This design comes from an exercise in tuning for small area and a short achievable clock period on the open sky130 flow, not from production work.
Function was checked by simulation only, so behaviour that the tests miss may differ from the original.
Power is estimated from default activity; no workload was simulated.

$ cat flow/run.sh
#!/bin/bash
# synth_recipe.tcl (not shown) runs the flow's synth.tcl, then flattens the netlist and writes it again
# the make line also repeats each setting of config.mk as NAME=value (left out here)
make -C /OpenROAD-flow-scripts/flow DESIGN_CONFIG=/design/flow/config.mk WORK_HOME=/design/flow/orfs CLKGATE_MAP_FILE= SYNTH_SCRIPT=/design/flow/synth_recipe.tcl finish
$ cat flow/config.mk
export PLATFORM = sky130hd
export DESIGN_NAME = regfile_mp
export DESIGN_NICKNAME = regfile_mp
export VERILOG_FILES = /design/flow/design.v
export SDC_FILE = /design/flow/constraint.sdc
export NUM_CORES = 4
export LEC_CHECK = 0
export CAP_MARGIN = 20
export CORE_MARGIN = 2
export CORE_UTILIZATION = 40
export SLEW_MARGIN = 20
export SYNTH_HIERARCHICAL = 1
$ cat flow/constraint.sdc
create_clock -name core_clock -period 10.0 [get_ports {clk}]
set_input_delay 2.0000 -clock core_clock [delete_from_list [all_inputs] [get_ports {clk}]]
set_output_delay 2.0000 -clock core_clock [all_outputs]
set_load 0.01 [all_outputs]
$ cat flow/design.v
package pcpu;
    localparam int REG_XLEN = 32;
    localparam int REG_NUM  = 32;
    typedef logic [4:0] reg_addr_t;
    typedef struct packed {
        logic [31:0] x0,  x1,  x2,  x3,  x4,  x5,  x6,  x7;
        logic [31:0] x8,  x9,  x10, x11, x12, x13, x14, x15;
        logic [31:0] x16, x17, x18, x19, x20, x21, x22, x23;
        logic [31:0] x24, x25, x26, x27, x28, x29, x30, x31;
    } RV32_Regs_t;
endpackage
module regfile_scoreboard #(
    parameter int NREGS = pcpu::REG_NUM,
    parameter int NWR   = 1,
    parameter int AW    = $clog2(NREGS)
) (
    input  logic                   clk,
    input  logic                   rst_n,
    input  logic                   sb_set,
    input  logic [AW-1:0]          sb_addr,
    input  logic [NWR-1:0]         wr_en,
    input  logic [NWR-1:0][AW-1:0] wr_addr,
    output logic [NREGS-1:0]       sb_busy
);
    logic [NREGS-1:0] r_busy;
    always_ff @(posedge clk) begin
        if (!rst_n) begin
            r_busy <= '0;
        end else begin
            for (int i = 0; i < NWR; i++)
                if (wr_en[i]) r_busy[wr_addr[i]] <= 1'b0;
            if (sb_set && sb_addr != '0) r_busy[sb_addr] <= 1'b1;
            r_busy[0] <= 1'b0;
        end
    end
    assign sb_busy = r_busy;
endmodule
module regfile_mp #(
    parameter int XLEN  = pcpu::REG_XLEN,
    parameter int NREGS = pcpu::REG_NUM,
    parameter int NRD   = 2,
    parameter int NWR   = 2,
    parameter int AW    = $clog2(NREGS)
) (
    input  logic                   clk,
    input  logic                   rst_n,
    input  logic [NRD-1:0][AW-1:0] rd_addr,
    output logic [NRD-1:0][XLEN-1:0] rd_data,
    output logic [NRD-1:0]         rd_busy,
    input  logic [NWR-1:0]         wr_en,
    input  logic [NWR-1:0][AW-1:0] wr_addr,
    input  logic [NWR-1:0][XLEN-1:0] wr_data,
    input  logic                   sb_set,
    input  logic [AW-1:0]          sb_addr,
    output logic [NREGS-1:0]       sb_busy
);
    localparam int NR = NREGS - 1;    
    logic [NREGS-1:0]         w_sb_busy;
    logic [NRD-1:0][XLEN-1:0] r_rd_data;
    logic [NRD-1:0]           r_rd_busy;
    logic [XLEN-1:0] w_wd1n;
    assign w_wd1n = ~(wr_data[1] & {XLEN{rst_n}});
    logic [NR*XLEN-1:0] w_q;      
    for (genvar k = 0; k < NR; k++) begin : g_reg
        logic s1, s0;
        assign s1 = !rst_n || (wr_en[1] && wr_addr[1] == AW'(k+1));
        assign s0 = !s1 && wr_en[0] && wr_addr[0] == AW'(k+1);
        regfile_word #(.XLEN(XLEN)) u_word (
            .clk   (clk),
            .s1_n  (!s1),
            .s0    (s0),
            .hold  (!(s1 || s0)),
            .wd1_n (w_wd1n),
            .wd0   (wr_data[0]),
            .q     (w_q[k*XLEN +: XLEN])
        );
    end
    for (genvar j = 0; j < NRD; j++) begin : g_rd
        logic          h1, h0, nz, b1, b0, g;
        logic [NR-1:0] sel;
        assign h1 = wr_en[1] && wr_addr[1] == rd_addr[j];
        assign h0 = wr_en[0] && wr_addr[0] == rd_addr[j];
        assign nz = rst_n && rd_addr[j] != '0;
        assign b1 = nz && h1;
        assign b0 = nz && !h1 && h0;
        assign g  = rst_n && !h1 && !h0;
        for (genvar k = 0; k < NR; k++) begin : g_sel
            assign sel[k] = rd_addr[j] == AW'(k+1);
        end
        logic [XLEN-1:0] d;
        for (genvar b = 0; b < XLEN; b++) begin : g_bit
            logic [NR-1:0] col;
            for (genvar k = 0; k < NR; k++) begin : g_col
                assign col[k] = w_q[k*XLEN + b];
            end
            regfile_rdbit #(.N(NR), .BYP(1)) u_bit (
                .sel (sel),
                .d   (col),
                .g   (g),
                .b1  (b1),
                .b0  (b0),
                .bd1 (wr_data[1][b]),
                .bd0 (wr_data[0][b]),
                .y   (d[b])
            );
        end
        logic busy;
        regfile_rdbit #(.N(NR), .BYP(0)) u_busy (
            .sel (sel),
            .d   (w_sb_busy[NREGS-1:1]),
            .g   (g),
            .b1  (1'b0),
            .b0  (1'b0),
            .bd1 (1'b0),
            .bd0 (1'b0),
            .y   (busy)
        );
        always_ff @(negedge clk) begin
            r_rd_data[j] <= d;
            r_rd_busy[j] <= busy;
        end
    end
    regfile_scoreboard #(.NREGS(NREGS), .NWR(NWR), .AW(AW)) u_sb (
        .clk     (clk),
        .rst_n   (rst_n),
        .sb_set  (sb_set),
        .sb_addr (sb_addr),
        .wr_en   (wr_en),
        .wr_addr (wr_addr),
        .sb_busy (w_sb_busy)
    );
    assign rd_data = r_rd_data;
    assign rd_busy = r_rd_busy;
    assign sb_busy = w_sb_busy;
endmodule
module regfile_word #(
    parameter int XLEN = 32
) (
    input  logic            clk,
    input  logic            s1_n,
    input  logic            s0,
    input  logic            hold,
    input  logic [XLEN-1:0] wd1_n,
    input  logic [XLEN-1:0] wd0,
    output logic [XLEN-1:0] q
);
    always_ff @(posedge clk)
        q <= ~(({XLEN{s1_n}} | wd1_n) & ~(({XLEN{s0}} & wd0) | ({XLEN{hold}} & q)));
endmodule
module regfile_rdbit #(
    parameter int N   = 31,
    parameter int BYP = 1
) (
    input  logic [N-1:0] sel,
    input  logic [N-1:0] d,
    input  logic         g,
    input  logic         b1,
    input  logic         b0,
    input  logic         bd1,
    input  logic         bd0,
    output logic         y
);
    logic r;
    assign r = |(sel & d);
    if (BYP != 0) begin : g_byp
        assign y = (r && g) || (b1 && bd1) || (b0 && bd0);
    end else begin : g_nobyp
        assign y = r && g;
    end
endmodule
==> out/metrics.csv <==
stage,metric,value,unit
grt,antenna_found_initial,12,
final_layout,final_cell_area,60380,um2
grt,globalRouteMet2Util,0.5921,
timing,fin_ws,0.6587,ns
floorplanning,core,125700,um2
cts,path_clk_slew,0.06,ns
timing,whs,0.5032,ns
status,outcome,timing/DRC/antenna clean,
timing,drv_slew,0,
grt,grt_use_total,0.4266,
route,finalWirelength,290100,um
synthesis,syn_inst,5417,
placement,dp_slack,0.1265,ns
route,drt_drc_violations_left,0,
grt,grt_start_max_net_pins,61,
cts,clockBufferDepth,3,
timing,finalSetupViolCount,0,
setup_path,cp_max_fo,15,
grt,grt_pass1_vias,53560,
cts,clkSinkCount,1089,
synthesis,netlist_area,50700,um2
final_layout,fill_cells,11890,
route,drtPass1Iterations,14,
grt,grtUsageMet3,0.1899,
synthesis,ys_warn_count,9,
final_layout,drive_gt1_frac,0.1241,
flow_run,drv_cap,0,
final_layout,fin_cells,7500,
setup_path,end_kind,flop,
route,wl_per_cell,38.68,um
final_layout,areaGrowthSynthToFinish,19.09,%
floorplanning,dieArea,129600,um2
power_and_ir_drop,total_leakage_power,20.70,nW
cts,cts_buffers,116,
timing,rsz0062_at_grt,no,
placement,hpwlAfterDp,173000,um
power_and_ir_drop,power_density,183.6,nW/um2
setup_path,crit_required,5.62,ns
placement,io_buffers,190,
final_layout,nets,5848,
placement,place_area,56020,um2
cts,cts_resized,0,
cts,cts_hold_buf,0,
grt,overflow,0,
synthesis,syn_nets,5521,
timing,worstMarginPinSlew,1.292,ns
grt,grt_first_pass_wirelength,401700,um
route,drt_iter0_drc,10330,
cts,cts_tree,built,
timing,slew_headroom,0.1374,
route,vias_per_cell,7.726,
setup_path,cp-start-kind,input port,
floorplanning,fp.dieH,360.0,um
placement,gp_congestion,1.004,
timing,hold_viol_final,0,
cts,htree_num_levels,3,
setup_path,criticalPathCategory,in2reg,
floorplanning,die_width,360.0,um
cts,clk_latency,0.78,ns
timing,tns,0,ns
cts,cts-root-buf,clkbuf_16,
synthesis,syn_avg_cell_area,9.360,um2
route,num_vias,57950,
route,ant_nets,0,
cts,postCtsSetupBuffers,0,
power_and_ir_drop,ir_worst_vdd,154.6,uV
floorplanning,io_pins,192,
floorplanning,initial_core_util,0.4032,
grt,grt-busiest-layer,met2,
hold_path,min_path_type,reg2reg,
placement,dp_cells,7205,
timing,finalClockSkew,0.04154,ns
grt,grt.met1_usage,0.5061,
setup_path,critPathArrivalTime,4.97,ns
floorplanning,placementRows,130,
-- per-stage QoR --
step | power [mW] | utilization
after floorplan | 5.707 | -
after global placement | 6.407 | 0.4451
after detailed placement | 6.433 | 0.4455
after CTS | 10.95 | 0.4789
after global routing | 11.35 | 0.4801
final | 11.08 | 0.4802
-- critical path, stage by stage --
cell,delay [ns]
clkdlybuf4s50_1,0.56
buf_4,0.26
nand3_1,0.17
buf_4,0.18
nor2_4,0.17
buf_4,0.26
a222oi_1,0.68
nand3_1,0.20
o41ai_1,0.37
nand2_1,0.08
-- report_power, final --
group	internal, mW	switching, mW	total (mW)
clock	2.66	2.02	4.68
sequential	4.73	0.331	5.06
combinational	0.410	0.936	1.35
total	7.80	3.28	11.1
-- worst paths after layout --
path	start	depth (start not counted)	slack, ns	end
worst max-delay path	rd_addr[2]	10	0.66	r_rd_data[19]
worst min-delay path	g_reg[14].u_word.q[29]	2	0.50	g_reg[14].u_word.q[29]
worst max register to register	g_reg[6].u_word.q[19]	4	3.05	r_rd_data[19]
worst min register to register	g_reg[14].u_word.q[29]	2	0.50	g_reg[14].u_word.q[29]
-- cells in the final DEF (no fill, tap or decap), types with 62 or more instances in the layout --
cell,n
a22oi_1,1811
dfxtp_1,1089
a22o_1,70
a221oi_2,70
nor2_1,62
a222oi_1,66
buf_4,246
nand4_1,137
clkbuf_16,124
o41ai_1,64
clkdlybuf4s50_1,189
inv_1,101
o21ai_1,108
nand2_1,139
nand3_1,155
o21ai_0,886
-- layer usage --
layer  vias up  part of all wire
met3      1718              0.16
met2      5607              0.39
met5         -           0.00053
li1      23090                 -
met4        12             0.099
met1     27520              0.35
-- flip-flops by register name, summed over array words and instances, names as in the netlist --
| register | cells |
|---|---|
| r_rd_data | 64 |
| r_rd_busy | 2 |
| g.u_word.q | 992 |
| u_sb.r_busy | 31 |
-- area by class of cell --
| type | count | area [um2] | area share |
|---|---|---|---|
| clock inverter | 116 | 778.2 | 0.01289 |
| timing repair buffer | 478 | 4632 | 0.07671 |
| antenna | 6 | 15.01 | 0.0002487 |
| clock buffer | 168 | 3418 | 0.05661 |
| sequential | 1089 | 21800 | 0.3611 |
| tap | 1650 | 2064 | 0.03419 |
| inverter | 38 | 142.6 | 0.002362 |
| multi-input combinational | 3955 | 27530 | 0.4559 |
